What follows belongs to an exercise in optimizing a design on an open flow for small area, a short achievable clock period and few clock cycles per item; a production flow would make more cautious choices. At most, simulation tests tie the RTL to the original design; equivalence was not proved. Function not checked in run 1: the RTL went through the layout flow alone. No activity file was given, so power comes from the tool's default toggle rates.

==> config.mk <==
export PLATFORM = sky130hd
export DESIGN_NAME = query_filter
export DESIGN_NICKNAME = query_filter
export VERILOG_FILES = /design/flow/design.v
export SDC_FILE = /design/flow/constraint.sdc
export NUM_CORES = 4
export LEC_CHECK = 0
export CAP_MARGIN = 20
export CORE_MARGIN = 2
export CORE_UTILIZATION = 40
export SETUP_SLACK_MARGIN = 3.6
export SLEW_MARGIN = 20
export TNS_END_PERCENT = 1
==> constraint.sdc <==
create_clock -name core_clock -period 6.0 [get_ports {clk}]
set_input_delay 1.2000 -clock core_clock [delete_from_list [all_inputs] [get_ports {clk}]]
set_output_delay 1.2000 -clock core_clock [all_outputs]
set_load 0.01 [all_outputs]
==> design.v <==
`timescale 1ns/1ps
package query_pkg;
	localparam int NUM_PRED  = 8;       
	localparam int COL_W     = 32;
	localparam int BEAT_W    = 256;
	localparam int SEL_W     = $clog2(NUM_PRED);
	localparam int PRED_W    = 48;      
	localparam int TABLE_W   = 2 ** NUM_PRED;
	localparam int CNT_W     = 32;      
	localparam int REC_W     = NUM_PRED * COL_W;
	localparam int PREDS_LO  = 5;
	localparam int PREDS_HI  = NUM_PRED - PREDS_LO;
	localparam int CFG_W     = COL_W + SEL_W + 3 + 2;
	localparam int CHUNK_W   = 4;
	localparam int NUM_CHUNK = COL_W / CHUNK_W;
	localparam logic [7:0] OP_EQ = 8'd0;
	localparam logic [7:0] OP_NE = 8'd1;
	localparam logic [7:0] OP_LT = 8'd2;
	localparam logic [7:0] OP_GT = 8'd3;
	localparam logic [7:0] OP_LE = 8'd4;
	localparam logic [7:0] OP_GE = 8'd5;
	localparam int OP_LSB    = 0;
	localparam int COL_LSB   = 8;
	localparam int VALUE_LSB = 16;
endpackage
`timescale 1ns/1ps
module predicate_unit
(
	input  logic [query_pkg::CFG_W-1:0]     cfg,
	input  logic [query_pkg::REC_W-1:0]     rec,
	output logic [query_pkg::NUM_CHUNK-1:0] eq,
	output logic [query_pkg::NUM_CHUNK-1:0] lt
);
	localparam int COL_W     = query_pkg::COL_W;
	localparam int NUM_PRED  = query_pkg::NUM_PRED;
	localparam int CHUNK_W   = query_pkg::CHUNK_W;
	localparam int NUM_CHUNK = query_pkg::NUM_CHUNK;
	logic [COL_W-1:0]            value;
	logic [query_pkg::SEL_W-1:0] col;
	logic                        use_eq;
	logic                        use_lt;
	logic [query_pkg::SEL_W-1:0] col_hi;
	logic [COL_W-1:0]            col_val;
	logic [NUM_CHUNK-1:0]        c_eq;
	logic [NUM_CHUNK-1:0]        c_lt;
	assign value  = cfg[0 +: COL_W];
	assign col    = cfg[COL_W +: query_pkg::SEL_W];
	assign use_eq = cfg[COL_W + query_pkg::SEL_W];
	assign use_lt = cfg[COL_W + query_pkg::SEL_W + 1];
	assign col_hi = {col[2], ~cfg[COL_W + query_pkg::SEL_W + 3 +: 2]};
	assign col_val = {rec[col_hi*COL_W + COL_W/2 +: COL_W/2], rec[col*COL_W +: COL_W/2]};
	for (genvar k = 0; k < NUM_CHUNK; k++)
	begin : g_chunk
		assign c_eq[k] = (col_val[k*CHUNK_W +: CHUNK_W] == value[k*CHUNK_W +: CHUNK_W]);
		assign c_lt[k] = (col_val[k*CHUNK_W +: CHUNK_W] <  value[k*CHUNK_W +: CHUNK_W]);
	end
	assign lt = {c_lt[NUM_CHUNK-1:1] & {(NUM_CHUNK-1){use_lt}},
		(use_lt & c_lt[0]) | (use_eq & c_eq[0])};
	assign eq = {c_eq[NUM_CHUNK-1:1], 1'b0};
endmodule
`timescale 1ns/1ps
module match_lookup
(
	input  logic                                              clk,
	input  logic                                              rst,
	input  logic                                              in_valid,
	input  logic                                              in_last,
	input  logic [query_pkg::NUM_PRED*query_pkg::NUM_CHUNK-1:0] eq,
	input  logic [query_pkg::NUM_PRED*query_pkg::NUM_CHUNK-1:0] lt,
	input  logic [query_pkg::NUM_PRED*query_pkg::CFG_W-1:0]   cfgs,
	input  logic [query_pkg::TABLE_W-1:0]                     table_bits,
	output logic                                              match_valid,
	output logic                                              match,
	output logic                                              query_done
);
	localparam int NUM_PRED  = query_pkg::NUM_PRED;
	localparam int NUM_CHUNK = query_pkg::NUM_CHUNK;
	localparam int CFG_W     = query_pkg::CFG_W;
	localparam int FLAG_LSB  = query_pkg::COL_W + query_pkg::SEL_W;
	localparam int LO_W  = NUM_PRED / 2;
	localparam int NUM_HI = 2 ** (NUM_PRED - LO_W);
	logic [NUM_PRED-1:0]        hits;
	logic [NUM_HI-1:0]          part;
	logic [NUM_HI-1:0]          part_r;
	logic [NUM_PRED-LO_W-1:0]   hi_r;
	logic                       valid_r;
	logic                       last_r;
	always_comb
	begin
		for (int p = 0; p < NUM_PRED; p++)
		begin
			logic r;
			r = lt[p*NUM_CHUNK];
			for (int k = 1; k < NUM_CHUNK; k++)
				r = lt[p*NUM_CHUNK + k] | (eq[p*NUM_CHUNK + k] & r);
			hits[p] = r ^ cfgs[p*CFG_W + FLAG_LSB + 2];
		end
	end
	always_comb
	begin
		for (int j = 0; j < NUM_HI; j++)
			part[j] = table_bits[j*(2**LO_W) + hits[LO_W-1:0]];
	end
	always_ff @(posedge clk or negedge rst)
	begin
		if (!rst)
		begin
			valid_r     <= 1'b0;
			last_r      <= 1'b0;
			match_valid <= 1'b0;
			query_done  <= 1'b0;
		end
		else
		begin
			valid_r     <= in_valid;
			last_r      <= in_last;
			match_valid <= valid_r;
			query_done  <= valid_r && last_r;
		end
	end
	always_ff @(posedge clk)
	begin
		part_r <= part;
		hi_r   <= hits[NUM_PRED-1:LO_W];
		match  <= part_r[hi_r];
	end
endmodule
`timescale 1ns/1ps
module query_controller
(
	input  logic                                         clk,
	input  logic                                         rst,
	input  logic                                         cmd_pending,
	input  logic [query_pkg::BEAT_W-1:0]                 para_data,
	input  logic                                         rec_valid,
	output logic                                         para_rd,
	output logic                                         cmd_ack,
	output logic                                         query_active,
	output logic [query_pkg::NUM_PRED*query_pkg::CFG_W-1:0] cfgs,
	output logic [query_pkg::TABLE_W-1:0]                table_bits,
	output logic                                         stage_valid,
	output logic                                         stage_last
);
	localparam int PRED_W   = query_pkg::PRED_W;
	localparam int PREDS_LO = query_pkg::PREDS_LO;
	localparam int PREDS_HI = query_pkg::PREDS_HI;
	localparam int CNT_W    = query_pkg::CNT_W;
	localparam int TABLE_W  = query_pkg::TABLE_W;
	localparam int CFG_W    = query_pkg::CFG_W;
	localparam int COL_W    = query_pkg::COL_W;
	localparam int SEL_W    = query_pkg::SEL_W;
	logic [1:0]       beat;        
	logic             active;      
	logic             tail;        
	logic [CNT_W-1:0] cnt;         
	logic             accept;
	logic             pop_last;
	logic [1:0]       beat_n;
	logic             active_n;
	logic             tail_n;
	logic             fifo_ok_n;
	logic             can_pop_n;
	logic             rd_n;
	logic [3:0]       load;        
	function automatic logic [CFG_W-1:0] decode(input logic [PRED_W-1:0] p);
		logic [7:0] op;
		logic [7:0] col;
		logic       ok;
		logic       e;
		logic       l;
		logic       i;
		op  = p[query_pkg::OP_LSB +: 8];
		col = p[query_pkg::COL_LSB +: 8];
		ok  = (col < 8'(query_pkg::NUM_PRED)) && (op <= query_pkg::OP_GE);
		e   = ok && (op == query_pkg::OP_EQ || op == query_pkg::OP_NE ||
			op == query_pkg::OP_GT || op == query_pkg::OP_LE);
		l   = ok && (op == query_pkg::OP_LT || op == query_pkg::OP_GT ||
			op == query_pkg::OP_LE || op == query_pkg::OP_GE);
		i   = ok && (op == query_pkg::OP_NE || op == query_pkg::OP_GT ||
			op == query_pkg::OP_GE);
		decode = {~col[1:0], i, l, e, col[SEL_W-1:0], p[query_pkg::VALUE_LSB +: COL_W]};
	endfunction
	assign query_active = active;
	assign accept       = rec_valid && active;
	assign pop_last     = para_rd && (beat == 2'd3);
	always_comb
	begin
		beat_n   = para_rd ? beat + 2'd1 : beat;
		active_n = active;
		tail_n   = tail;
		if (accept && tail)
		begin
			active_n = 1'b0;
			tail_n   = 1'b0;
		end
		else if (accept && (cnt == CNT_W'(2)))
			tail_n = 1'b1;
		if (pop_last)
		begin
			active_n = 1'b1;
			tail_n   = (cnt == CNT_W'(1));
		end
	end
	assign fifo_ok_n = (beat_n != 2'd0) || (cmd_pending && !pop_last);
	always_comb
	begin
		case (beat_n)
			2'd0:    can_pop_n = !active_n || tail_n;    
			2'd1:    can_pop_n = !active_n;              
			default: can_pop_n = 1'b1;
		endcase
	end
	assign rd_n = fifo_ok_n && can_pop_n;
	always_ff @(posedge clk or negedge rst)
	begin
		if (!rst)
		begin
			load        <= 4'd0;
			beat        <= 2'd0;
			active      <= 1'b0;
			tail        <= 1'b0;
			para_rd     <= 1'b0;
			cmd_ack     <= 1'b0;
			stage_valid <= 1'b0;
			stage_last  <= 1'b0;
		end
		else
		begin
			beat        <= beat_n;
			active      <= active_n;
			tail        <= tail_n;
			para_rd     <= rd_n;
			for (int b = 0; b < 4; b++)
				load[b] <= rd_n && (beat_n == 2'(b));
			cmd_ack     <= pop_last;
			stage_valid <= accept;
			stage_last  <= accept && tail;
		end
	end
	always_ff @(posedge clk)
	begin
		if (load[0])
			cnt <= para_data[CNT_W-1:0];
		else if (accept && !tail)
			cnt <= cnt - CNT_W'(1);
	end
	always_ff @(posedge clk)
	begin
		if (load[1])
			table_bits <= para_data[TABLE_W-1:0];
		if (load[2])
		begin
			for (int i = 0; i < PREDS_LO; i++)
				cfgs[i*CFG_W +: CFG_W] <= decode(para_data[i*PRED_W +: PRED_W]);
		end
		if (load[3])
		begin
			for (int i = 0; i < PREDS_HI; i++)
				cfgs[(PREDS_LO+i)*CFG_W +: CFG_W] <= decode(para_data[i*PRED_W +: PRED_W]);
		end
	end
endmodule
`timescale 1ns/1ps
module query_filter
(
	input  logic              clk,
	input  logic              rst,
	input  logic              cmd_pending,
	input  logic [query_pkg::BEAT_W-1:0] para_data,
	output logic              para_rd,
	output logic              cmd_ack,
	input  logic              rec_valid,
	input  logic [query_pkg::REC_W-1:0] rec_data,
	output logic              query_active,
	output logic              match_valid,
	output logic              match,
	output logic              query_done
);
	logic [query_pkg::NUM_PRED*query_pkg::CFG_W-1:0] cfgs;
	logic [query_pkg::TABLE_W-1:0] table_bits;
	logic                stage_valid;
	logic                stage_last;
	logic [query_pkg::NUM_PRED*query_pkg::NUM_CHUNK-1:0] eq;
	logic [query_pkg::NUM_PRED*query_pkg::NUM_CHUNK-1:0] lt;
	logic [query_pkg::NUM_PRED*query_pkg::NUM_CHUNK-1:0] eq_r;
	logic [query_pkg::NUM_PRED*query_pkg::NUM_CHUNK-1:0] lt_r;
	query_controller u_ctrl
	(
		.clk          (clk),
		.rst          (rst),
		.cmd_pending  (cmd_pending),
		.para_data    (para_data),
		.rec_valid    (rec_valid),
		.para_rd      (para_rd),
		.cmd_ack      (cmd_ack),
		.query_active (query_active),
		.cfgs         (cfgs),
		.table_bits   (table_bits),
		.stage_valid  (stage_valid),
		.stage_last   (stage_last)
	);
	for (genvar g = 0; g < query_pkg::NUM_PRED; g++)
	begin : g_pred
		predicate_unit u_pred
		(
			.cfg (cfgs[g*query_pkg::CFG_W +: query_pkg::CFG_W]),
			.rec (rec_data),
			.eq  (eq[g*query_pkg::NUM_CHUNK +: query_pkg::NUM_CHUNK]),
			.lt  (lt[g*query_pkg::NUM_CHUNK +: query_pkg::NUM_CHUNK])
		);
	end
	always_ff @(posedge clk)
	begin
		eq_r <= eq;
		lt_r <= lt;
	end
	match_lookup u_lookup
	(
		.clk          (clk),
		.rst          (rst),
		.in_valid     (stage_valid),
		.in_last      (stage_last),
		.eq           (eq_r),
		.lt           (lt_r),
		.cfgs         (cfgs),
		.table_bits   (table_bits),
		.match_valid  (match_valid),
		.match        (match),
		.query_done   (query_done)
	);
endmodule
==> flow/run.sh <==
#!/bin/bash
# The standard layout (the standard.sh: standard synthesis, floorplan, place, CTS, route),
# with one change: the port buffers that placement inserts are plain buffers
# (sky130_fd_sc_hd__buf_1) rather than the delay cells buffer_ports picks by default.
# Every port still gets its own buffer. make's full output goes to standard.log; each
# ORFS step's own log is under orfs/logs/.
set -euo pipefail
export BUFFER_PORTS_ARGS="-buffer_cell sky130_fd_sc_hd__buf_1"
bash standard.sh > standard.log 2>&1
==> standard.sh <==
#!/bin/bash
# synth_recipe.tcl (not shown) runs the flow's synth.tcl, then flattens the netlist and writes it again
# the make line also repeats each setting of config.mk as NAME=value (left out here)
make -C /OpenROAD-flow-scripts/flow DESIGN_CONFIG=/design/flow/config.mk WORK_HOME=/design/flow/orfs CLKGATE_MAP_FILE= SYNTH_SCRIPT=/design/flow/synth_recipe.tcl "${@:-finish}"
==> results by group, run 1 <==
Setup path
  • Reg2Reg Setup Slack: 3440 ps
  • Path depth of the worst reg2reg path: 10
  • Setup crit end kind: flop
  • Critical Path RT: 6590 ps
  • Crit path launch: rec_data[196]
  • Critical R2R Launch: u_ctrl.cfgs[78]$_DFFE_PP_
  • Crit start category: input pin
  • Reg2reg end: lt_r[14]$_DFF_P_
  • Arr. time, crit path: ~3200 ps
  • Kind of critical path: input pin to flop
  • Critical path fanouts, max: 8

GRT
  • Initial antenna violation count: 78
  • Pin count of the biggest net entering global routing: 154
  • Overflow after GRT: 0
  • First-pass GRT wire length: roughly 240 mm
  • Vias in the first global route: about 32000
  • GRT Util Overall: 28.5%

Logic synthesis
  • Post-Synth XOR/XNOR Area: 0.595%
  • Post-Syn Instances: 3093
  • Average size of a mapped cell: around 15 µm²
  • Synth cell types: 53
  • Post-synthesis async set-or-reset flop share: 2.09%
  • Leading area contributor after synthesis: edfxtp_1
  • Largest cells by area after synthesis: edfxtp_1, mux4_2, ha_1
  • Seq/Total Area, Yosys: between 40% and 50%
  • Syn Std Cell Area: 0.0471 mm²
  • Synth Flop Type: edfxtp_1
  • Seq cells post-synth: 765
  • Largest family of logic cells by synthesized area: multiplexers
  • Net Count, Synth: about 3900
  • EDFF count, synth: 608
  • Simple-Gate Fraction of Synth Area: 5.22%
  • Post-synthesis mux area share: approximately 34%
  • Synth Warn #: 3
  • Compound-cell area share of the yosys netlist: between 4 and 5%
  • Adder-cell share of the synthesized area: slightly below 7%
  • Top-area cell type share of the netlist area: 38.8%

Layout
  • Fin nets: 4506
  • Share of layout cells above drive strength 1: just over 30%
  • Post-route cell area: ~0.056 mm²
  • Commonest non-fill, non-tap cell in the layout: edfxtp_1
  • Most frequent cells in the layout: edfxtp_1, mux4_2, buf_1, ha_1, mux2_2
  • Final cell count without fillers: approximately 5400
  • Final Util: 48.4%
  • Fillers: roughly 10000
  • Synth-to-layout area growth: 19.6%

Clock network
  • CTS clock-pin slew for the worst setup and hold paths: 60 ps
  • Clock Path Buffers: 3
  • CTS tree: yes
  • Htree depth: 3
  • Root buffer cell: clkbuf_16
  • Num CTS Buffers: 83
  • Number of clock sinks: 765
  • Clk Latency, worst-skew pair: 680 ps
  • Hold buffers post-CTS: 0

Min path
  • Hold Crit Class: flop to flop
  • Worst Hold Path EP: u_lookup.valid_r$_DFF_PN0_
  • Worst Hold Depth: 0
  • Startpoint of the worst hold path: u_ctrl.stage_valid$_DFF_PN0_

STA
  • Part of the cycle the worst path needs: a little over two fifths
  • Endpoints failing setup: 0
  • TNS Setup: 0 ps
  • Worst Skew: 29.9 ps
  • Max-slew violations: 0
  • RSZ-0062 raised after global routing: yes
  • Rel. slew slack: 21.3%
  • Worst-Margin Slew: 1170 ps
  • Maximum clock frequency: 391 MHz
  • Fin crit period: 2560 ps
  • Final hold viol count: 0

Routing
  • WL/cell: 32.6 µm
  • Routed Wire Length: 175 mm
  • Initial DRC count: 4311
  • DR vias: 33500
  • Vias per cell: 6.23
  • Drt pass-1 iters: 5
  • Routed Antenna Nets: 0
  • Residual DRC count: 0

Floorplanning
  • Die Area: ~0.12 mm²
  • IO Pins: 522
  • Die Y: about 350 µm
  • Initial Utilization: 40.4%
  • # rows: 125
  • Placeable Area: approximately 0.12 mm²
  • Width of the die: between 300 and 400 µm

Placement
  • Routability congestion estimate: 0.933
  • Final HPWL DP: 120 mm
  • Port Buffers: approximately 520
  • Cell Area, Placed: 0.0508 mm²
  • Placed cells: roughly 5000

Power
  • Worst VDD drop: 0.215 mV
  • Leak: 21.4 nW
  • Pwr/cell area: between 200 and 250 mW/mm²

Run
  • Max-cap violations: 0

Run status
  • Status: complete, no violations
## worst max-delay path by stage
| stage | endpoint | cells after the start |
|---|---|---|
| floorplan | u_ctrl.cfgs[0]$_DFFE_PP_ | 0 |
| global placement | u_lookup.part_r[3]$_DFF_P_ | 10 |
| detailed placement | u_lookup.part_r[9]$_DFF_P_ | 10 |
| CTS | lt_r[42]$_DFF_P_ | 9 |
| global route | lt_r[13]$_DFF_P_ | 9 |
| finish | lt_r[17]$_DFF_P_ | 8 |
## critical path, cell delays in order
cell     delay (ps)
buf_1           180
mux4_2          490
mux2i_1         510
ha_1            250
nor2b_1          40
o21a_1          160
o21ai_1         120
and3b_1         190
## cell families (layout without fill, tap and decap cells)
logic type	count (synthesis)	count (layout)
compound gates	311	311
buf+inv	391	1099
simple gates	400	400
flops	765	765
xor+xnor	32	32
fa+ha+maj	260	260
other cells	0	46
mux	934	934
## cell type report
| class | instances | area (µm²) | area share (%) |
|---|---|---|---|
| flip-flops and latches | 765 | 21500 | 38.1 |
| well taps | 1524 | 1910 | 3.38 |
| clock buffers | 99 | 2210 | 3.92 |
| clock inverters | 57 | 709 | 1.26 |
| repair buffers | 734 | 4630 | 8.21 |
| diodes | 46 | 115 | 0.204 |
| inverters | 209 | 785 | 1.39 |
| multi-input cells | 1937 | 24500 | 43.5 |
## layer usage
layer	wire length, µm	track usage, %
met5	355	0
met3	19500	8.18
met1	70200	39.3
met4	6990	10.4
met2	78000	42.8
## per-stage QoR
step	setup slack (ps)	total power [W]	hold WS, ps
after CTS	3500	0.0123	355
after detailed placement	2600	0.00690	338
after floorplan	3030	0.00638	331
after global routing	3380	0.0127	368
final	3440	0.0123	353
after global placement	2660	0.00689	333
## cell usage after synthesis (all sizes together) (14+ instances only)
library cell  instances
nor2                 58
ha                  260
a21oi                18
mux2i               193
nor3                 14
and3b                57
buf                  86
o21a                 65
a22oi                16
xnor2                26
inv                 209
clkbuf               96
nor2b                72
o21ai               127
a211o                16
dfxtp               141
o211ai               18
nand2                78
dfrtp                16
mux4                517
and4                 56
edfxtp              608
nor4                 18
mux2                224
a21o                 34
## sequential cells by signal (all words and copies together), names as in the netlist
| register | cells |
|---|---|
| u_ctrl.cmd_ack | 1 |
| u_lookup.query_done | 1 |
| u_ctrl.stage_valid | 1 |
| u_lookup.match_valid | 1 |
| u_ctrl.active | 1 |
| lt_r | 64 |
| u_lookup.valid_r | 1 |
| u_ctrl.stage_last | 1 |
| u_ctrl.tail | 1 |
| u_ctrl.para_rd | 1 |
| u_lookup.part_r | 16 |
| u_ctrl.cfgs | 320 |
| u_lookup.last_r | 1 |
| u_ctrl.cnt | 32 |
| u_lookup.hi_r | 4 |
| eq_r | 56 |
| u_ctrl.beat | 2 |
| u_lookup.match | 1 |
| u_ctrl.table_bits | 256 |
| u_ctrl.load | 4 |
## power breakdown
part	switching [W]	total [W]	leakage, nW	internal [W]
Clock	0.00232	0.00544	1.41	0.00312
Combinational	0.000584	0.00108	13.1	0.000494
Sequential	0.0000200	0.00576	6.87	0.00574
Total	0.00293	0.0123	21.4	0.00936
## repair_timing
action,in CTS,in global routing
pin swaps,7,2
gates cloned,20,2
setup endpoints to repair,157,128
gates resized for setup,166,60
buffers inserted,59,67
==> run 2, diff against run 1 <==
--- a/design.v
+++ b/design.v
@@ -78,5 +78,5 @@
 	localparam int CFG_W     = query_pkg::CFG_W;
 	localparam int FLAG_LSB  = query_pkg::COL_W + query_pkg::SEL_W;
-	localparam int LO_W  = NUM_PRED / 2;
+	localparam int LO_W  = 3;
 	localparam int NUM_HI = 2 ** (NUM_PRED - LO_W);
 	logic [NUM_PRED-1:0]        hits;
--- a/config.mk
+++ b/config.mk
@@ -9,4 +9,5 @@
 export CORE_MARGIN = 2
 export CORE_UTILIZATION = 40
+export GPL_ROUTABILITY_DRIVEN = 0
 export SETUP_SLACK_MARGIN = 3.6
 export SLEW_MARGIN = 20
==> run 2 against run 1 <==
Against the previous run: combinational power increased to 8.5 times the previous value; largest power group is now combinational logic; clock power increased by 1%; first-iteration DRC count decreased by 17%; highest routed layer unchanged; largest cell class unchanged; critical endpoint is now lt_r[9]$_DFF_P_; register-to-register slack got worse by 50 ps.
==> results by group, run 2 <==
Logic synthesis
  • Seq/Total Area, Yosys: 45.7% (+0.13 points)
  • Seq cells post-synth: 782 (+2.2%)
  • Post-synthesis async set-or-reset flop share: 2.05% (-0.045 points)
  • Top cell types by occurrence after synthesis: edfxtp_1, mux4_2, mux2_2, ha_1, inv_1
  • Synth Flop Type: edfxtp_1
  • Syn Std Cell Area: 0.0477 mm² (+1.3%)
  • Top-area cell type share of the netlist area: 38.3% (-0.50 points)
  • Average size of a mapped cell: 15.7 µm² (+3.0%)
  • Largest cells by area after synthesis: edfxtp_1, mux4_2, ha_1
  • Synth Warn #: 3 (unchanged)
  • Net Count, Synth: 3817 (-1.3%)
  • Synth cell types: 61 (+15%)
  • Leading area contributor after synthesis: edfxtp_1
  • EDFF count, synth: 608 (unchanged)
  • Cell with the most instances after synthesis: edfxtp_1
  • Post-Syn Instances: 3041 (-1.7%)

GRT
  • First-pass GRT wire length: 232 mm (-4.3%)
  • GRT Util Overall: 26.9% (-1.5 points)
  • Vias in the first global route: 31100 (-2.5%)
  • Global route hottest layer: met2
  • Pin count of the biggest net entering global routing: 121 (-21%)
  • Grt met2 use: 40.4% (-2.4 points)
  • Grt met3 use: 8.03% (-0.15 points)
  • Overflow after GRT: 0 (unchanged)
  • Initial antenna violation count: 81 (+3.8%)
  • Met1 usage: 37.4% (-1.8 points)

Layout
  • Biggest regs: u_ctrl.cfgs (320), u_ctrl.table_bits (256), lt_r (64)
  • Commonest non-fill, non-tap cell in the layout: edfxtp_1
  • Reg area: 0.0218 mm² (+1.6%)
  • Most frequent cells in the layout: edfxtp_1, mux4_2, buf_1, ha_1, mux2_2
  • Max FFs per register: 320 (unchanged)
  • Reg with most FFs: u_ctrl.cfgs
  • Final Util: 47.6% (-0.78 points)
  • Fillers: 10300 (+2.0%)
  • Area occupied by multi-input gates: 0.0247 mm² (+0.85%)
  • Share of layout cells above drive strength 1: 32.1% (+1.0 points)
  • Fin nets: 4408 (-2.2%)
  • Synth-to-layout area growth: 17.9%

Clock network
  • Clk Latency, worst-skew pair: 730 ps (+50 ps)
  • Clock Path Buffers: 3 (unchanged)
  • Hold buffers post-CTS: 0 (unchanged)
  • Num CTS Buffers: 87 (+4.8%)
  • CTS clock-pin slew for the worst setup and hold paths: 60 ps (about the same)
  • Root buffer cell: clkbuf_16
  • Number of clock sinks: 782 (+2.2%)
  • Htree depth: 3 (unchanged)
  • CTS tree: yes

Setup path
  • Crit path launch: u_ctrl.cfgs[72]$_DFFE_PP_
  • Setup crit end kind: flop
  • Critical Path RT: 6640 ps (+50 ps)
  • CP cell instances: buf_12, buf_6, mux4_2, mux2i_4, ha_2, nor2b_1, o21a_1, o21ai_1, and3b_2
  • Crit start category: flop
  • Critical R2R Launch: u_ctrl.cfgs[72]$_DFFE_PP_
  • Slowest CP cell: edfxtp_1
  • Critical path fanouts, max: 7 (-1)
  • Slowest stage delay, CP: 560 ps (+50 ps)
  • Arr. time, crit path: 3250 ps (+100 ps)
  • Kind of critical path: flop to flop

STA
  • Max-slew violations: 0 (unchanged)
  • TNS Setup: 0 ps (unchanged)
  • Worst-Margin Slew: 978 ps (-195 ps)
  • Final hold viol count: 0 (unchanged)
  • Fin crit period: 2610 ps (+47.6 ps)
  • Part of the cycle the worst path needs: 43.5% (+0.79 points)
  • RSZ-0062 raised after global routing: yes
  • Endpoints failing setup: 0 (unchanged)
  • Maximum clock frequency: 383 MHz (-1.8%)
  • Worst Skew: 68.3 ps (+38.4 ps)
  • Rel. slew slack: 34.1% (+13 points)

Floorplanning
  • Initial Utilization: 40.4% (-0.070 points)
  • Width of the die: 349 µm (+0.64%)
  • IO Pins: 522 (unchanged)
  • # rows: 126 (+0.80%)
  • Die Y: 349 µm (+0.64%)
  • Placeable Area: 0.118 mm² (+1.5%)
  • Die Area: 0.122 mm² (+1.3%)

Routing
  • WL/cell: 32.3 µm (-0.77%)
  • DR vias: 32600 (-2.5%)
  • Initial DRC count: 3567 (-17%)
  • Routed Wire Length: 171 mm (-2.0%)
  • Vias per cell: 6.15 (-1.3%)
  • Residual DRC count: 0 (unchanged)
  • Routed Antenna Nets: 0 (unchanged)
  • Drt pass-1 iters: 5 (unchanged)

Placement
  • Port Buffers: 521 (unchanged)
  • Final HPWL DP: 119 mm (-0.27%)

Min path
  • Startpoint of the worst hold path: u_ctrl.stage_last$_DFF_PN0_
  • Hold Crit Class: flop to flop

Power
  • Worst VDD drop: 0.258 mV (+20%)
  • Pwr/cell area: 395 mW/mm² (+81%)
  • Leak: 20.2 nW (-5.3%)

Run status
  • Status: complete, no violations

Run
  • Max-cap violations: 0 (unchanged)
## run 2: cell types whose count changed in the layout (fill, tap and decap cells not counted), moves of 20 or more
| cell | delta |
|---|---|
| mux4_2 | +39 |
| mux2i_1 | -108 |
| clkbuf_16 | +22 |
| nor2_1 | -20 |
| a21o_1 | -23 |
| buf_4 | -41 |
| mux2_4 | +31 |
| mux2_2 | +35 |
## run 2: path summary, 6_finish.rpt
kind	to	slack (ps)	cells after the start
max	lt_r[9]$_DFF_P_	3390	9
max in group asynchronous	u_ctrl.load[3]$_DFF_PN0_	4850	1
max reg2reg	lt_r[9]$_DFF_P_	3390	9
min reg2reg	u_lookup.last_r$_DFF_PN0_	350	0
min	u_lookup.last_r$_DFF_PN0_	350	0
min in group asynchronous	u_ctrl.cmd_ack$_DFF_PN0_	540	1
## run 2: report_power, final
group	total (W)	switching (W)	internal (W)
clock	0.00552	0.00238	0.00315
combinational	0.00914	0.00470	0.00444
sequential	0.00759	0.000634	0.00696
total	0.0223	0.00771	0.0145
## run 2: cell families after synthesis
kind of cell             synth area share (%)
AO/OA/AOI/OAI                            3.31
adder cells (fa/ha/maj)                  6.82
XOR/XNOR                                0.551
flip-flops                               45.7
buffers and inverters                    3.20
multiplexers                             35.1
AND/OR/NAND/NOR                          5.26
## run 2: worst max-delay path, delay by kind of cell (launching register included)
kind,cells,cell delay [ps]
and+or+nand+nor,2,290
AOI/OAI and AO/OA,2,310
muxes,2,800
DFF,1,560
adders and majority gates,1,230
buffers and inverters,2,320
## run 2: repair_timing
action,in CTS,in global routing
pin swaps,4,5
gates resized for setup,57,111
gates cloned,3,18
buffers inserted,16,64
setup endpoints to repair,165,136
## run 2: metrics by stage
| step | cell area [µm²] | std cells | power, W | setup WS (ps) | hold slack (ps) |
|---|---|---|---|---|---|
| after global routing | 56200 | 5289 | 0.0233 | 3360 | 353 |
| after global placement | 51400 | 4978 | 0.0158 | 2500 | 336 |
| after detailed placement | 51400 | 4978 | 0.0159 | 2490 | 335 |
| after floorplan | 47700 | 3041 | 0.0131 | 3030 | 331 |
| after CTS | 54800 | 5160 | 0.0218 | 3330 | 348 |
| final | 56300 | 5303 | 0.0223 | 3390 | 348 |
## run 2: layer usage
metal | up-vias | share of wire, %
li1 | 13700 | -
met1 | 16800 | 40
met2 | 1800 | 45
met3 | 296 | 11
met4 | 38 | 3.6
met5 | - | 0.13
## run 2: cell type report
cell class / instances / share of cell area [%]
clock buffers: 120 / 4.31
repair buffers: 676 / 6.83
clock inverters: 43 / 0.999
well taps: 1536 / 3.42
flip-flops and latches: 782 / 38.8
diodes: 61 / 0.271
inverters: 215 / 1.43
multi-input cells: 1870 / 43.9
Testbench counts of run 2, summed over its fixed seeds: cycles 14,439, items 13,240.
==> run 3, diff against run 2 <==
--- a/config.mk
+++ b/config.mk
@@ -9,5 +9,4 @@
 export CORE_MARGIN = 2
 export CORE_UTILIZATION = 40
-export GPL_ROUTABILITY_DRIVEN = 0
 export SETUP_SLACK_MARGIN = 3.6
 export SLEW_MARGIN = 20
==> run 3 against run 2 <==
Against the previous run: design area unchanged; global-route usage unchanged; still clean on timing, DRC and antenna; clock power about the same; worst setup slack did not move; die area unchanged; flip-flop and latch count unchanged; combinational power about the same.
==> results by group, run 3 <==
Layout
  • Final cell count without fillers: 5303 (unchanged)
  • Fin nets: 4408 (unchanged)
  • Biggest regs: u_ctrl.cfgs (320), u_ctrl.table_bits (256), lt_r (64)
  • Most frequent cells in the layout: edfxtp_1, mux4_2, buf_1, ha_1, mux2_2
  • Commonest non-fill, non-tap cell in the layout: edfxtp_1
  • Share of layout cells above drive strength 1: 32.1% (unchanged)
  • Fillers: 10300 (unchanged)
  • Reg with most FFs: u_ctrl.cfgs
  • Post-route cell area: 0.0563 mm² (unchanged)
  • Synth-to-layout area growth: 17.9% (unchanged)
  • Max FFs per register: 320 (unchanged)
  • Final Util: 47.6% (unchanged)

STA
  • Worst-Margin Slew: 978 ps (unchanged)
  • Fin crit period: 2610 ps (unchanged)
  • Part of the cycle the worst path needs: 43.5% (unchanged)
  • Maximum clock frequency: 383 MHz (unchanged)
  • Rel. slew slack: 34.1% (unchanged)
  • Max-slew violations: 0 (unchanged)
  • RSZ-0062 raised after global routing: yes
  • Worst Skew: 68.3 ps (unchanged)
  • Endpoints failing setup: 0 (unchanged)
  • Final hold viol count: 0 (unchanged)
  • TNS Setup: 0 ps (unchanged)

Clock network
  • Hold buffers post-CTS: 0 (unchanged)
  • Clock Path Buffers: 3 (unchanged)
  • CTS tree: yes
  • Num CTS Buffers: 87 (unchanged)
  • Clk Latency, worst-skew pair: 730 ps (about the same)
  • CTS clock-pin slew for the worst setup and hold paths: 60 ps (about the same)
  • Htree depth: 3 (unchanged)
  • Root buffer cell: clkbuf_16
  • Number of clock sinks: 782 (unchanged)

Setup path
  • Path depth of the worst reg2reg path: 9 (unchanged)
  • Critical Path RT: 6640 ps (about the same)
  • Slowest stage delay, CP: 560 ps (about the same)
  • Slowest CP cell: edfxtp_1
  • Reg2reg end: lt_r[9]$_DFF_P_
  • Arr. time, crit path: 3250 ps (about the same)
  • Crit path launch: u_ctrl.cfgs[72]$_DFFE_PP_
  • Critical path fanouts, max: 7 (unchanged)
  • Crit start category: flop
  • Setup crit end kind: flop
  • Reg2Reg Setup Slack: 3390 ps (about the same)
  • CP cell instances: buf_12, buf_6, mux4_2, mux2i_4, ha_2, nor2b_1, o21a_1, o21ai_1, and3b_2
  • Family with the most delay on the worst path: multiplexers
  • Kind of critical path: flop to flop
  • WP buf/inv: 2 (unchanged)
  • Critical R2R Launch: u_ctrl.cfgs[72]$_DFFE_PP_

Logic synthesis
  • Average size of a mapped cell: 15.7 µm² (unchanged)
  • Synth cell types: 61 (unchanged)
  • Seq cells post-synth: 782 (unchanged)
  • Compound-cell area share of the yosys netlist: 3.31% (unchanged)
  • Synth Flop Type: edfxtp_1
  • Seq/Total Area, Yosys: 45.7% (unchanged)
  • Largest cells by area after synthesis: edfxtp_1, mux4_2, ha_1
  • Cell with the most instances after synthesis: edfxtp_1
  • Syn Std Cell Area: 0.0477 mm² (unchanged)
  • Post-Syn Instances: 3041 (unchanged)
  • Adder-cell share of the synthesized area: 6.82% (unchanged)
  • Post-Synth XOR/XNOR Area: 0.551% (unchanged)
  • Synth Warn #: 3 (unchanged)
  • EDFF count, synth: 608 (unchanged)
  • Simple-Gate Fraction of Synth Area: 5.26% (unchanged)
  • Top-area cell type share of the netlist area: 38.3% (unchanged)
  • Net Count, Synth: 3817 (unchanged)
  • Top cell types by occurrence after synthesis: edfxtp_1, mux4_2, mux2_2, ha_1, inv_1
  • Post-synthesis mux area share: 35.1% (unchanged)
  • Leading area contributor after synthesis: edfxtp_1
  • Largest family of logic cells by synthesized area: multiplexers
  • Post-synthesis async set-or-reset flop share: 2.05% (unchanged)

GRT
  • Initial antenna violation count: 81 (unchanged)
  • Vias in the first global route: 31100 (unchanged)
  • Overflow after GRT: 0 (unchanged)
  • Pin count of the biggest net entering global routing: 121 (unchanged)
  • GRT Util Overall: 26.9% (unchanged)
  • First-pass GRT wire length: 232 mm (unchanged)

Power
  • Comb power frac: 41.1% (about the same)
  • Int Power: 0.0145 W (unchanged)
  • Clk pwr share: 24.8% (about the same)
  • Leak: 20.2 nW (unchanged)
  • Worst VDD drop: 0.258 mV (unchanged)
  • Switching Power: 0.00771 W (unchanged)
  • Sequential power share: 34.1% (about the same)
  • Sw Share: 34.6% (unchanged)
  • Pwr/cell area: 395 mW/mm² (unchanged)

Floorplanning
  • Width of the die: 349 µm (unchanged)
  • IO Pins: 522 (unchanged)
  • # rows: 126 (unchanged)
  • Die Area: 0.122 mm² (unchanged)
  • Initial Utilization: 40.4% (unchanged)
  • Die Y: 349 µm (unchanged)
  • Placeable Area: 0.118 mm² (unchanged)

Routing
  • Initial DRC count: 3567 (unchanged)
  • Routed Wire Length: 171 mm (unchanged)
  • Vias per cell: 6.15 (unchanged)
  • Routed Antenna Nets: 0 (unchanged)
  • DR vias: 32600 (unchanged)
  • Drt pass-1 iters: 5 (unchanged)
  • WL/cell: 32.3 µm (unchanged)
  • Residual DRC count: 0 (unchanged)

Run
  • Max-cap violations: 0 (unchanged)

Placement
  • Placed cells: 4978 (unchanged)
  • Final HPWL DP: 119 mm (unchanged)
  • Routability congestion estimate: a little over 0.9
  • Port Buffers: 521 (unchanged)
  • Cell Area, Placed: 0.0514 mm² (unchanged)

Min path
  • Hold Crit Class: flop to flop
  • Startpoint of the worst hold path: u_ctrl.stage_last$_DFF_PN0_
  • Worst Hold Path EP: u_lookup.last_r$_DFF_PN0_
  • Worst Hold Depth: 0 (unchanged)

Run status
  • Status: complete, no violations
-- run 3: cells by family (layout without fill, tap and decap cells) --
family | after synthesis | in the layout
buffers and inverters | 390 | 1054
multiplexers | 930 | 931
adder cells (fa/ha/maj) | 260 | 260
flip-flops | 782 | 782
XOR/XNOR | 30 | 30
AND/OR/NAND/NOR | 396 | 396
other | 0 | 61
AO/OA/AOI/OAI | 253 | 253
-- run 3: worst max path at each step --
stage,to,depth (start not counted)
floorplan,u_ctrl.cfgs[0]$_DFFE_PP_,0
global route,lt_r[9]$_DFF_P_,8
global placement,lt_r[8]$_DFF_P_,9
detailed placement,lt_r[8]$_DFF_P_,9
finish,lt_r[9]$_DFF_P_,9
CTS,lt_r[11]$_DFF_P_,8
-- run 3: metrics by stage --
stage | setup slack [ps] | hold slack [ps] | total power [W]
detailed placement | 2490 | 335 | 0.0159
global route | 3360 | 353 | 0.0233
CTS | 3330 | 348 | 0.0218
finish | 3390 | 348 | 0.0223
floorplan | 3030 | 331 | 0.0131
global placement | 2500 | 336 | 0.0158
-- run 3: area by class of cell --
cell class	instances	area, µm²	share of cell area [%]
clock inverter	43	562	0.999
sequential	782	21800	38.8
timing repair buffer	676	3840	6.83
tap	1536	1920	3.42
inverter	215	807	1.43
clock buffer	120	2420	4.31
multi-input combinational	1870	24700	43.9
antenna	61	153	0.271
-- run 3: repair_timing --
action                                  4_1_cts  5_1_grt
buffers inserted                             16       64
pin swaps                                     4        5
cloned                                        3       18
gates resized for setup                      57      111
endpoints found under the setup margin      165      136
-- run 3: power by group through the flow --
stage | registers (W) | clock network [W] | logic (W)
3_5_place_dp | 0.00772 | 0 | 0.00822
3_3_place_gp | 0.00771 | 0 | 0.00809
2_1_floorplan | 0.00755 | 0 | 0.00557
5_1_grt | 0.00767 | 0.00585 | 0.00980
6_report | 0.00759 | 0.00552 | 0.00914
4_1_cts | 0.00759 | 0.00565 | 0.00858
-- run 3: layer usage --
metal	part of all wire (%)	track usage, %	routed length [µm]	vias up
li1	-	-	-	13700
met1	40	37.4	68300	16800
met2	45	40.4	77700	1800
met3	11	8.03	19100	296
met4	3.6	8.99	6090	38
met5	0.13	0	215	-
==> run 4, diff against run 3 <==
--- a/config.mk
+++ b/config.mk
@@ -9,4 +9,6 @@
 export CORE_MARGIN = 2
 export CORE_UTILIZATION = 40
+export CTS_CLUSTER_DIAMETER = 70
+export CTS_CLUSTER_SIZE = 30
 export SETUP_SLACK_MARGIN = 3.6
 export SLEW_MARGIN = 20
==> run 4 against run 3 <==
Against the previous run: wire length shrank 0.31%; via count decreased by 1.0%; sequential share of layout area rose by 0.42 points; combinational power increased by 1%; die area did not move; register-to-register slack is essentially flat.
==> results by group, run 4 <==
Run status
  • Status: complete, no violations

Setup path
  • Slowest CP cell: mux4_2
  • WP buf/inv: 4 (+2)
  • Arr. time, crit path: 3160 ps (-90 ps)
  • Family with the most delay on the worst path: multiplexers
  • Path depth of the worst reg2reg path: 10 (+1)
  • Cell mode on critical path: buf_12
  • Critical path fanouts, max: 6 (-1)
  • Crit start category: flop
  • Reg2reg end: u_lookup.part_r[12]$_DFF_P_
  • CP cell instances: o21a_1, o21ai_4, o31ai_4, buf_6, nor2_4, buf_12, buf_12, clkbuf_16, mux2_4, mux4_2
  • Kind of critical path: flop to flop
  • Critical Path RT: 6550 ps (-90 ps)
  • Critical R2R Launch: lt_r[12]$_DFF_P_
  • Setup crit end kind: flop
  • Slowest stage delay, CP: 480 ps (-80 ps)
  • Reg2Reg Setup Slack: 3390 ps (about the same)

Logic synthesis
  • Synth Warn #: 3 (unchanged)
  • Top cell types by occurrence after synthesis: edfxtp_1, mux4_2, mux2_2, ha_1, inv_1
  • Average size of a mapped cell: 15.7 µm² (unchanged)
  • Largest cells by area after synthesis: edfxtp_1, mux4_2, ha_1
  • Seq cells post-synth: 782 (unchanged)
  • Synth Flop Type: edfxtp_1
  • Syn Std Cell Area: 0.0477 mm² (unchanged)
  • Post-synthesis async set-or-reset flop share: 2.05% (unchanged)
  • Net Count, Synth: 3817 (unchanged)
  • Seq/Total Area, Yosys: 45.7% (unchanged)
  • Top-area cell type share of the netlist area: 38.3% (unchanged)
  • Synth cell types: 61 (unchanged)
  • EDFF count, synth: 608 (unchanged)
  • Cell with the most instances after synthesis: edfxtp_1
  • Leading area contributor after synthesis: edfxtp_1
  • Post-Syn Instances: 3041 (unchanged)

STA
  • Part of the cycle the worst path needs: 43.5% (+0.051 points)
  • Maximum clock frequency: 383 MHz (-0.12%)
  • Final hold viol count: 0 (unchanged)
  • Worst Skew: 53.0 ps (-15.3 ps)
  • RSZ-0062 raised after global routing: yes
  • Setup ws final: 3390 ps (-3.05 ps)
  • TNS Setup: 0 ps (unchanged)
  • Endpoints failing setup: 0 (unchanged)
  • Hold slack: 353 ps (+5.39 ps)
  • Rel. slew slack: 34.5% (+0.34 points)
  • Fin crit period: 2610 ps (+3.05 ps)
  • Max-slew violations: 0 (unchanged)
  • Worst-Margin Slew: 983 ps (+5.21 ps)

Power
  • Leak: 20.0 nW (-1.4%)
  • Worst VDD drop: 0.290 mV (+12%)
  • Pwr/cell area: 392 mW/mm² (-0.78%)

Layout
  • Final cell count without fillers: 5250 (-1.0%)
  • Most frequent cells in the layout: edfxtp_1, mux4_2, buf_1, ha_1, mux2_2
  • Biggest regs: u_ctrl.cfgs (320), u_ctrl.table_bits (256), lt_r (64)
  • Fin nets: 4370 (-0.86%)
  • Fillers: 10300 (+0.097%)
  • Synth-to-layout area growth: 16.7%
  • Commonest non-fill, non-tap cell in the layout: edfxtp_1
  • Reg with most FFs: u_ctrl.cfgs
  • Max FFs per register: 320 (unchanged)
  • Share of layout cells above drive strength 1: 31.5% (-0.66 points)

Routing
  • Routed Wire Length: 171 mm (-0.31%)
  • Vias per cell: 6.15 (about the same)
  • Residual DRC count: 0 (unchanged)
  • WL/cell: 32.6 µm (+0.70%)
  • Drt pass-1 iters: 5 (unchanged)
  • Routed Antenna Nets: 0 (unchanged)
  • Initial DRC count: 3703 (+3.8%)
  • DR vias: 32300 (-1.0%)

GRT
  • GRT Util Overall: 27.3% (+0.33 points)
  • First-pass GRT wire length: 234 mm (+0.86%)
  • Grt met2 use: 41.0% (+0.55 points)
  • Global route hottest layer: met2
  • Vias in the first global route: 31100 (-0.048%)
  • Initial antenna violation count: 83 (+2.5%)
  • Overflow after GRT: 0 (unchanged)
  • Met1 usage: 37.6% (+0.19 points)
  • Pin count of the biggest net entering global routing: 121 (unchanged)
  • Grt met3 use: 8.09% (+0.064 points)

Floorplanning
  • Die Y: 349 µm (unchanged)
  • Placeable Area: 0.118 mm² (unchanged)
  • # rows: 126 (unchanged)
  • Die Area: 0.122 mm² (unchanged)
  • IO Pins: 522 (unchanged)
  • Initial Utilization: 40.4% (unchanged)
  • Width of the die: 349 µm (unchanged)

Placement
  • Routability congestion estimate: 0.918 (unchanged)
  • Placed cells: 4978 (unchanged)
  • Port Buffers: 521 (unchanged)
  • Final HPWL DP: 119 mm (unchanged)
  • Pre-CTS WS: 2490 ps (unchanged)

Min path
  • Worst Hold Depth: 0 (unchanged)
  • Startpoint of the worst hold path: u_ctrl.stage_last$_DFF_PN0_
  • Worst Hold Path EP: u_lookup.last_r$_DFF_PN0_
  • Hold Crit Class: flop to flop

Clock network
  • Num CTS Buffers: 68 (-22%)
  • CTS clock-pin slew for the worst setup and hold paths: 80 ps (+20 ps)
  • Clock Path Buffers: 3 (unchanged)
  • Number of clock sinks: 782 (unchanged)
  • Root buffer cell: clkbuf_16
  • CTS tree: yes
  • Hold buffers post-CTS: 0 (unchanged)
  • Clk Latency, worst-skew pair: 700 ps (-30 ps)
  • Htree depth: 3 (unchanged)

Run
  • Max-cap violations: 0 (unchanged)
[run 4: through the flow]
step / utilization, % / area, µm² / power, W
after global placement: 43.5 / 51400 / 0.0158
after floorplan: - / 47700 / 0.0131
final: 47.1 / 55700 / 0.0218
after global routing: 47.0 / 55600 / 0.0229
after detailed placement: 43.5 / 51400 / 0.0159
after CTS: 46.4 / 54900 / 0.0217
[run 4: worst max-delay path by stage]
stage                                         from                          end  slack, ps  cells past startpoint
final                             lt_r[12]$_DFF_P_  u_lookup.part_r[12]$_DFF_P_       3390                     10
after floorplan           u_ctrl.load[2]$_DFF_PN0_     u_ctrl.cfgs[0]$_DFFE_PP_       3030                      0
after global placement               rec_data[224]              lt_r[8]$_DFF_P_       2500                      9
after detailed placement             rec_data[224]              lt_r[8]$_DFF_P_       2490                      9
after global routing       u_ctrl.cnt[4]$_DFFE_PP_     u_ctrl.cnt[30]$_DFFE_PP_       3300                      6
after CTS                         lt_r[11]$_DFF_P_   u_lookup.part_r[7]$_DFF_P_       3370                     10
[run 4: per-layer routing]
layer | share of wire [%] | vias to the layer above | wire length [µm]
li1 | - | 13600 | -
met1 | 40 | 16600 | 68800
met2 | 45 | 1742 | 77000
met3 | 11 | 308 | 18400
met4 | 3.8 | 36 | 6550
met5 | 0.13 | - | 223
[run 4: kinds of logic (layout without fill, tap and decap cells)]
family | Yosys count | count (layout) | share of synthesized area (%)
other | 0 | 64 | 0
and+or+nand+nor | 396 | 396 | 5.26
DFF | 782 | 782 | 45.7
AOI/OAI and AO/OA | 253 | 253 | 3.31
muxes | 930 | 931 | 35.1
buffers and inverters | 390 | 998 | 3.20
xor gates and xnor gates | 30 | 30 | 0.551
adders and majority gates | 260 | 260 | 6.82
[run 4: area by class of cell]
cell class | count | area (µm²) | area share, %
multi-input combinational | 1870 | 24600 | 44.1
clock inverter | 57 | 865 | 1.55
antenna | 64 | 160 | 0.288
timing repair buffer | 657 | 3800 | 6.83
clock buffer | 69 | 1710 | 3.06
inverter | 215 | 807 | 1.45
sequential | 782 | 21800 | 39.2
tap | 1536 | 1920 | 3.45
[run 4: timing repair]
item / CTS / global route
setup buffers: 26 / 33
cloned: 12 / 11
pin swaps: 5 / 2
setup endpoints to repair: 166 / 136
endpoints found under the hold margin: 0 / 0
gates resized for setup: 79 / 58
[run 4: power by group]
group | internal, W | switching, W
Sequential | 0.00694 | 0.000631
Combinational | 0.00451 | 0.00475
Clock | 0.00247 | 0.00254
==> run 5, diff against run 4 <==
==> flow/run.sh (replaced) <==
#!/bin/bash
# The standard layout (the standard.sh: standard synthesis, floorplan, place, CTS, route),
# with one change: the port buffers that placement inserts are plain buffers
# (sky130_fd_sc_hd__buf_2) rather than the delay cells buffer_ports picks by default.
# Every port still gets its own buffer. make's full output goes to standard.log; each
# ORFS step's own log is under orfs/logs/.
set -euo pipefail
export BUFFER_PORTS_ARGS="-buffer_cell sky130_fd_sc_hd__buf_2"
bash standard.sh > standard.log 2>&1
--- a/config.mk
+++ b/config.mk
@@ -9,6 +9,4 @@
 export CORE_MARGIN = 2
 export CORE_UTILIZATION = 40
-export CTS_CLUSTER_DIAMETER = 70
-export CTS_CLUSTER_SIZE = 30
 export SETUP_SLACK_MARGIN = 3.6
 export SLEW_MARGIN = 20
==> run 5 against run 4 <==
Against the previous run: final cell count is 0.23% higher; synthesized cell count stayed put; critical path depth stayed put; clock power is about 10% higher; design area is 1.1% higher; count of clock-buffer cells in the layout is 42 higher; core utilization is 0.50 points higher; largest power group unchanged.
==> results by group, run 5 <==
GRT
  • Overflow after GRT: 0 (unchanged)
  • Initial antenna violation count: 93 (+12%)
  • Pin count of the biggest net entering global routing: 121 (unchanged)
  • Vias in the first global route: 31300 (+0.80%)
  • First-pass GRT wire length: 235 mm (+0.39%)
  • GRT Util Overall: 27.4% (+0.10 points)

STA
  • Final hold viol count: 0 (unchanged)
  • Rel. slew slack: 30.1% (-4.4 points)
  • TNS Setup: 0 ps (unchanged)
  • Max-slew violations: 0 (unchanged)
  • Worst-Margin Slew: 1050 ps (+65.7 ps)
  • RSZ-0062 raised after global routing: yes
  • Maximum clock frequency: 381 MHz (-0.63%)
  • Worst Skew: 60.6 ps (+7.62 ps)
  • Part of the cycle the worst path needs: 43.8% (+0.27 points)
  • Endpoints failing setup: 0 (unchanged)
  • Fin crit period: 2630 ps (+16.5 ps)

Logic synthesis
  • Synth Warn #: 3 (unchanged)
  • Post-Syn Instances: 3041 (unchanged)
  • Net Count, Synth: 3817 (unchanged)
  • Seq cells post-synth: 782 (unchanged)
  • Synth cell types: 61 (unchanged)
  • Top cell types by occurrence after synthesis: edfxtp_1, mux4_2, mux2_2, ha_1, inv_1
  • Synth Flop Type: edfxtp_1
  • Cell with the most instances after synthesis: edfxtp_1
  • Average size of a mapped cell: 15.7 µm² (unchanged)
  • Largest cells by area after synthesis: edfxtp_1, mux4_2, ha_1
  • Seq/Total Area, Yosys: 45.7% (unchanged)
  • Top-area cell type share of the netlist area: 38.3% (unchanged)
  • Post-synthesis async set-or-reset flop share: 2.05% (unchanged)
  • Syn Std Cell Area: 0.0477 mm² (unchanged)
  • Leading area contributor after synthesis: edfxtp_1
  • EDFF count, synth: 608 (unchanged)

Clock network
  • Root buffer cell: clkbuf_16
  • Clk Latency, worst-skew pair: 730 ps (+30 ps)
  • Clock Path Buffers: 3 (unchanged)
  • Hold buffers post-CTS: 0 (unchanged)
  • Number of clock sinks: 782 (unchanged)
  • CTS clock-pin slew for the worst setup and hold paths: 60 ps (-20 ps)
  • Num CTS Buffers: 87 (+28%)
  • CTS tree: yes
  • Htree depth: 3 (unchanged)

Power
  • Worst VDD drop: 0.264 mV (-8.8%)
  • Pwr/cell area: 393 mW/mm² (+0.25%)
  • Leak: 21.4 nW (+7.0%)

Layout
  • Reg with most FFs: u_ctrl.cfgs
  • Fin nets: 4363 (-0.16%)
  • Commonest non-fill, non-tap cell in the layout: edfxtp_1
  • Synth-to-layout area growth: 17.9%
  • Post-route cell area: 0.0562 mm² (+1.1%)
  • Share of layout cells above drive strength 1: 45.2% (+14 points)
  • Most frequent cells in the layout: edfxtp_1, mux4_2, buf_2, mux2_2, ha_1
  • Final cell count without fillers: 5262 (+0.23%)
  • Max FFs per register: 320 (unchanged)
  • Biggest regs: u_ctrl.cfgs (320), u_ctrl.table_bits (256), lt_r (64)

Routing
  • Met3 wire length: 17.9 mm (-2.9%)
  • WL/cell: 32.6 µm (about the same)
  • Initial DRC count: 3701 (-0.054%)
  • Drt pass-1 iters: 5 (unchanged)
  • Residual DRC count: 0 (unchanged)
  • Max Used Layer: met5
  • Met1 WL: 69.2 mm (+0.59%)
  • Met2 WL: 78.0 mm (+1.4%)
  • Routed Wire Length: 172 mm (+0.33%)
  • Vias per cell: 6.16 (+0.14%)
  • DR vias: 32400 (+0.37%)
  • Routed Antenna Nets: 0 (unchanged)

Floorplanning
  • IO Pins: 522 (unchanged)
  • Die Area: 0.122 mm² (unchanged)
  • Placeable Area: 0.118 mm² (unchanged)
  • Die Y: 349 µm (unchanged)
  • # rows: 126 (unchanged)
  • Width of the die: 349 µm (unchanged)
  • Initial Utilization: 40.4% (unchanged)

Placement
  • Routability congestion estimate: 0.904 (-1.6%)
  • Cell Area, Placed: 0.0520 mm² (+1.2%)
  • Port Buffers: 521 (unchanged)
  • Placed cells: 4979 (+0.020%)
  • Final HPWL DP: 122 mm (+1.9%)

Min path
  • Hold Crit Class: flop to flop

Setup path
  • Kind of critical path: flop to flop
  • Critical Path RT: 6600 ps (+50 ps)
  • Arr. time, crit path: 3230 ps (+70 ps)
  • Setup crit end kind: flop
  • Critical path fanouts, max: 8 (+2)
  • Crit start category: flop

Run status
  • Status: complete, no violations

Run
  • Max-cap violations: 0 (unchanged)
## run 5: changes by cell type in the layout (fill, tap and decap cells not counted), sizes merged
cell / previous run / this run
inv: 252 / 219
buf: 642 / 617
bufinv: 3 / 6
clkbuf: 82 / 125
clkinv: 16 / 35
bufbuf: 2 / 0
clkinvlp: 1 / 8
## run 5: final cells by class
class,instances,area (µm²)
antenna,64,160
clock buffer,111,2370
clock inverter,53,627
fill,10400,62000
inverter,215,807
multi-input combinational,1870,24500
sequential,782,21800
tap,1536,1920
timing repair buffer,631,4010
## run 5: what timing repair did
item	CTS	global route
gates cloned	4	17
buffers inserted	16	18
pin swaps	5	5
gates resized for setup	48	57
endpoints found under the setup margin	195	286
## run 5: kinds of logic after synthesis
logic type               share of synthesized area [%]
XOR/XNOR                                         0.551
adder cells (fa/ha/maj)                           6.82
multiplexers                                      35.1
buffers and inverters                             3.20
flip-flops                                        45.7
AO/OA/AOI/OAI                                     3.31
AND/OR/NAND/NOR                                   5.26
## run 5: final timing paths
path	slack, ps	from	endpoint	depth (start not counted)
setup / recovery	3370	lt_r[10]$_DFF_P_	u_lookup.part_r[1]$_DFF_P_	10
hold / removal	350	u_ctrl.stage_valid$_DFF_PN0_	u_lookup.valid_r$_DFF_PN0_	0
setup reg to reg	3370	lt_r[10]$_DFF_P_	u_lookup.part_r[1]$_DFF_P_	10
hold reg to reg	350	u_ctrl.stage_valid$_DFF_PN0_	u_lookup.valid_r$_DFF_PN0_	0
max in group asynchronous	5320	rst	u_ctrl.load[2]$_DFF_PN0_	1
min in group asynchronous	380	rst	u_ctrl.tail$_DFF_PN0_	1
## run 5: power by group
part,total [W],leakage (nW),internal [W],switching (W)
registers,0.00764,7.14,0.00695,0.000688
clock network,0.00551,1.44,0.00312,0.00240
logic,0.00897,12.8,0.00436,0.00462
total,0.0221,21.4,0.0144,0.00770
## run 5: metrics by stage
step                power (W)  setup WS (ps)  hold slack (ps)  util (%)
CTS                    0.0219           3320              324      46.9
finish                 0.0221           3370              348      47.6
global route           0.0232           3330              353      47.5
global placement       0.0159           2660              333      44.0
floorplan              0.0131           3030              331         -
detailed placement     0.0160           2640              337      44.0
## run 5: worst max-delay path, stage by stage, from the launching register on
cell       delay, ps
dfxtp_1          330
a211oi_2         270
o21a_2           290
o31ai_4           70
buf_6            140
nor2_4           100
buf_12           160
buf_12           170
clkbuf_16        190
mux2_2           330
mux4_2           460
## run 5: routing by layer
| metal | up-vias | global-route usage (%) |
|---|---|---|
| li1 | 13600 | - |
| met1 | 16700 | 38.2 |
| met2 | 1752 | 41.2 |
| met3 | 313 | 7.59 |
| met4 | 40 | 9.22 |
| met5 | - | 0 |
==> run 6, diff against run 5 <==
--- a/design.v
+++ b/design.v
@@ -55,6 +55,5 @@
 		assign c_lt[k] = (col_val[k*CHUNK_W +: CHUNK_W] <  value[k*CHUNK_W +: CHUNK_W]);
 	end
-	assign lt = {c_lt[NUM_CHUNK-1:1] & {(NUM_CHUNK-1){use_lt}},
-		(use_lt & c_lt[0]) | (use_eq & c_eq[0])};
+	assign lt = {c_lt[NUM_CHUNK-1:1], (use_lt & c_lt[0]) | (use_eq & c_eq[0])};
 	assign eq = {c_eq[NUM_CHUNK-1:1], 1'b0};
 endmodule
@@ -78,5 +77,5 @@
 	localparam int CFG_W     = query_pkg::CFG_W;
 	localparam int FLAG_LSB  = query_pkg::COL_W + query_pkg::SEL_W;
-	localparam int LO_W  = 3;
+	localparam int LO_W  = 2;
 	localparam int NUM_HI = 2 ** (NUM_PRED - LO_W);
 	logic [NUM_PRED-1:0]        hits;
@@ -93,5 +92,5 @@
 			r = lt[p*NUM_CHUNK];
 			for (int k = 1; k < NUM_CHUNK; k++)
-				r = lt[p*NUM_CHUNK + k] | (eq[p*NUM_CHUNK + k] & r);
+				r = (cfgs[p*CFG_W + FLAG_LSB + 1] & lt[p*NUM_CHUNK + k]) | (eq[p*NUM_CHUNK + k] & r);
 			hits[p] = r ^ cfgs[p*CFG_W + FLAG_LSB + 2];
 		end
==> flow/run.sh (replaced) <==
#!/bin/bash
# The standard layout (the standard.sh: standard synthesis, floorplan, place, CTS, route),
# with one change: the port buffers that placement inserts are plain buffers
# (sky130_fd_sc_hd__buf_1) rather than the delay cells buffer_ports picks by default.
# Every port still gets its own buffer. make's full output goes to standard.log; each
# ORFS step's own log is under orfs/logs/.
set -euo pipefail
export BUFFER_PORTS_ARGS="-buffer_cell sky130_fd_sc_hd__buf_1"
bash standard.sh > standard.log 2>&1
--- a/config.mk
+++ b/config.mk
@@ -9,4 +9,6 @@
 export CORE_MARGIN = 2
 export CORE_UTILIZATION = 40
+export CTS_CLUSTER_DIAMETER = 70
+export CTS_CLUSTER_SIZE = 30
 export SETUP_SLACK_MARGIN = 3.6
 export SLEW_MARGIN = 20
==> run 6 against run 5 <==
Against the previous run: sequential share of layout area up 1.4 points; non-clock buffer count is 86 higher; wire length decreased by 3.7%; clock power shrank 8.7%; synthesized area shrank 0.72%; first-iteration DRC count rose by 3.9%; combinational power is 87% lower; critical path depth fell by 1; global-route usage shrank 0.88 points; worst setup slack better by 82 ps; register-to-register slack improved by 90 ps; critical path type is now input pin to flop; largest cell class unchanged.
==> results by group, run 6 <==
Run status
  • Status: complete, no violations

Placement
  • Port Buffers: 521 (unchanged)
  • Placed cells: 4897 (-1.6%)
  • Final HPWL DP: 115 mm (-5.4%)
  • Routability congestion estimate: 0.936 (+3.5%)
  • Cell Area, Placed: 0.0511 mm² (-1.8%)

GRT
  • Vias in the first global route: 31000 (-1.1%)
  • Initial antenna violation count: 93 (unchanged)
  • Overflow after GRT: 0 (unchanged)
  • Pin count of the biggest net entering global routing: 117 (-3.3%)
  • GRT Util Overall: 26.5% (-0.88 points)
  • First-pass GRT wire length: 228 mm (-3.0%)

Layout
  • Share of layout cells above drive strength 1: 31.9% (-13 points)
  • Most frequent cells in the layout: edfxtp_1, mux4_2, buf_1, ha_1, inv_1
  • Commonest non-fill, non-tap cell in the layout: edfxtp_1
  • Reg area: 0.0225 mm² (+3.0%)
  • Fillers: 10300 (-0.57%)
  • Biggest regs: u_ctrl.cfgs (320), u_ctrl.table_bits (256)
  • Synth-to-layout area growth: 18.2%
  • Post-route cell area: 0.0560 mm² (-0.48%)
  • Area occupied by multi-input gates: 0.0237 mm² (-3.4%)
  • Final Util: 47.5% (about the same)
  • Final cell count without fillers: 5213 (-0.93%)
  • Max FFs per register: 320 (unchanged)
  • Reg with most FFs: u_ctrl.cfgs
  • Fin nets: 4336 (-0.62%)

Floorplanning
  • Die Area: 0.121 mm² (-0.71%)
  • Width of the die: 348 µm (-0.36%)
  • Initial Utilization: 40.2% (-0.13 points)
  • IO Pins: 522 (unchanged)
  • # rows: 126 (unchanged)
  • Die Y: 348 µm (-0.36%)
  • Placeable Area: 0.118 mm² (-0.40%)

Clock network
  • Number of clock sinks: 815 (+4.2%)
  • Hold buffers post-CTS: 0 (unchanged)
  • Root buffer cell: clkbuf_16
  • Clk Latency, worst-skew pair: 720 ps (about the same)
  • CTS tree: yes
  • CTS clock-pin slew for the worst setup and hold paths: 100 ps (+40 ps)
  • Htree depth: 2 (-1)
  • Num CTS Buffers: 61 (-30%)
  • Clock Path Buffers: 3 (unchanged)

STA
  • Fin crit period: 2550 ps (-81.8 ps)
  • Part of the cycle the worst path needs: 42.4% (-1.4 points)
  • Endpoints failing setup: 0 (unchanged)
  • Worst Skew: 52.0 ps (-8.65 ps)
  • Hold slack: 361 ps (+13.0 ps)
  • Max-slew violations: 0 (unchanged)
  • Worst-Margin Slew: 983 ps (-65.5 ps)
  • RSZ-0062 raised after global routing: yes
  • Rel. slew slack: 34.4% (+4.4 points)
  • Maximum clock frequency: 393 MHz (+3.2%)
  • TNS Setup: 0 ps (unchanged)
  • Final hold viol count: 0 (unchanged)

Logic synthesis
  • Leading area contributor after synthesis: edfxtp_1
  • Synth Warn #: 3 (unchanged)
  • Syn Std Cell Area: 0.0474 mm² (-0.72%)
  • Cell with the most instances after synthesis: edfxtp_1
  • Net Count, Synth: 3727 (-2.4%)
  • Post-synthesis async set-or-reset flop share: 1.96% (-0.083 points)
  • Synth cell types: 51 (-16%)
  • Seq cells post-synth: 815 (+4.2%)
  • Average size of a mapped cell: 16.1 µm² (+2.3%)
  • Synth Flop Type: edfxtp_1
  • Seq/Total Area, Yosys: 47.5% (+1.7 points)
  • Largest cells by area after synthesis: edfxtp_1, mux4_2, dfxtp_1
  • Post-Syn Instances: 2951 (-3.0%)
  • Top-area cell type share of the netlist area: 38.5% (+0.28 points)
  • Top cell types by occurrence after synthesis: edfxtp_1, mux4_2, ha_1, inv_1, mux2_2
  • EDFF count, synth: 608 (unchanged)

Routing
  • Residual DRC count: 0 (unchanged)
  • Initial DRC count: 3844 (+3.9%)
  • DR vias: 32100 (-0.91%)
  • Vias per cell: 6.16 (about the same)
  • Routed Wire Length: 165 mm (-3.7%)
  • Routed Antenna Nets: 0 (unchanged)
  • WL/cell: 31.7 µm (-2.8%)
  • Drt pass-1 iters: 5 (unchanged)

Run
  • Max-cap violations: 0 (unchanged)

Setup path
  • Cell mode on critical path: o21ai_0
  • Setup crit end kind: flop
  • Path depth of the worst reg2reg path: 9 (-1)
  • Critical R2R Launch: u_ctrl.cfgs[33]$_DFFE_PP_
  • Kind of critical path: input pin to flop
  • Arr. time, crit path: 3170 ps (-60 ps)
  • Slowest CP cell: mux4_2
  • Reg2reg end: lt_r[0]$_DFF_P_
  • Slowest stage delay, CP: 520 ps (+60 ps)
  • CP cell instances: buf_1, mux4_2, mux2_2, ha_1, nor2b_1, o21a_1, o21ai_0, nand3b_1, o21ai_0
  • Critical Path RT: 6630 ps (+30 ps)
  • Crit start category: input pin
  • Reg2Reg Setup Slack: 3460 ps (+90 ps)
  • Critical path fanouts, max: 8 (unchanged)

Min path
  • Worst Hold Depth: 0 (unchanged)
  • Worst Hold Path EP: u_lookup.last_r$_DFF_PN0_
  • Startpoint of the worst hold path: u_ctrl.stage_last$_DFF_PN0_
  • Hold Crit Class: flop to flop

Power
  • Leak: 19.8 nW (-7.3%)
  • Pwr/cell area: 221 mW/mm² (-44%)
  • Worst VDD drop: 0.236 mV (-11%)
[run 6: changes by cell type in the layout (fill, tap and decap cells not counted), moves of 40 or more]
cell / previous run / this run
buf_2: 521 / 2
o21a_1: 68 / 8
buf_4: 57 / 123
a21oi_1: 20 / 68
nand2b_1: 3 / 56
and3b_1: 54 / 0
buf_1: 0 / 510
mux4_2: 556 / 596
mux2_2: 260 / 186
[run 6: layout make-up]
cell class	instances	area share, %
Inverter	210	1.41
Antenna cell	64	0.286
Timing Repair Buffer	717	7.73
Tap cell	1536	3.43
Clock inverter	54	1.91
Sequential cell	815	40.2
Multi-Input combinational cell	1755	42.3
Clock buffer	62	2.73
[run 6: how the worst max path moves through the flow]
stage                                          start                          end  slack, ps  cells past startpoint
after floorplan             u_ctrl.load[2]$_DFF_PN0_     u_ctrl.cfgs[0]$_DFFE_PP_       3030                      0
after global placement    u_ctrl.cfgs[232]$_DFFE_PP_             lt_r[41]$_DFF_P_       2720                      8
after detailed placement  u_ctrl.cfgs[232]$_DFFE_PP_             lt_r[41]$_DFF_P_       2690                      8
after CTS                            lt_r[9]$_DFF_P_  u_lookup.part_r[10]$_DFF_P_       3490                      6
after global routing      u_ctrl.cfgs[192]$_DFFE_PP_             lt_r[32]$_DFF_P_       3460                     11
final                                   rec_data[65]              lt_r[0]$_DFF_P_       3450                      9
[run 6: repair_timing]
item                       in CTS  in global routing
pin swaps                       2                  6
buffers inserted               48                 71
resized for setup              92                 75
cloned                         11                  6
setup endpoints to repair     207                172
[run 6: through the flow]
stage               power (W)  worst slack [ps]
floorplan             0.00686              3030
global placement      0.00740              2720
detailed placement    0.00742              2690
CTS                    0.0125              3490
global route           0.0128              3460
finish                 0.0124              3450
[run 6: critical path: cells and delay by family]
family	cells	cell delay, ps
muxes	2	860
AOI/OAI and AO/OA	3	400
adders and majority gates	1	300
and+or+nand+nor	2	220
buffers and inverters	1	180
[run 6: where the power goes]
group | internal [W] | switching (W) | total (W)
logic | 0.000550 | 0.000645 | 0.00120
registers | 0.00611 | 0.0000413 | 0.00615
clock network | 0.00233 | 0.00270 | 0.00503
total | 0.00899 | 0.00339 | 0.0124
[run 6: per-layer routing]
layer	track usage [%]	share of wire, %	routed length, µm
met5	0.600	0.23	381
met2	39.6	44	73100
met4	9.65	4.4	7250
met1	36.4	40	66300
met3	8.18	11	18100
[run 6: logic make-up after synthesis]
group / share of synthesized area [%]
fa+ha+maj: 6.87
buf+inv: 3.09
flops: 47.5
simple gates: 4.68
compound gates: 2.89
xor+xnor: 0.700
mux: 34.3
Testbench counts of run 6, summed over its fixed seeds: cycles 14,439, items 13,240.

==> afterwards: timing with drivers on the ports <==
How much do the figures lean on ideal ports? The routed layouts below were timed once more, with nothing changed but the port constraints. Step 1 sets driving cells, clkbuf_16 on the clock port and buf_2 on the other inputs (assumed; they add their load-dependent delay and slew). Step 2 times the ports against the registers' clock, not the clock port: input delays grow and output delays shrink by t, the midpoint of the rising clock arrivals with the driver on. a / b / c = ideal ports / drivers / drivers and shift; a / b = the first two.
| run | t (ns) | setup WS [ns] | worst setup path after step 2 | clock arrival spread, ns | pins driven straight from the clock port |
|---|---|---|---|---|---|
| run 1 | 0.733 | 3.439 / 3.443 / 2.718 | input to register | 0.031 / 0.030 | 1 |
| run 2 | 0.768 | 3.392 / 3.392 / 2.706 | input to register | 0.073 / 0.073 | 1 |
| run 3 | 0.768 | 3.392 / 3.392 / 2.706 | input to register | 0.073 / 0.073 | 1 |
| run 4 | 0.744 | 3.389 / 3.389 / 2.694 | input to register | 0.054 / 0.055 | 1 |
| run 5 | 0.772 | 3.372 / 3.372 / 2.717 | input to register | 0.062 / 0.063 | 1 |
| run 6 | 0.772 | 3.454 / 3.461 / 2.734 | input to register | 0.065 / 0.066 | 1 |
After both steps every run listed still meets setup and hold. The setup slack of run 1, which loses most, moves by +0.004 ns with the drivers and by -0.721 ns with both steps.
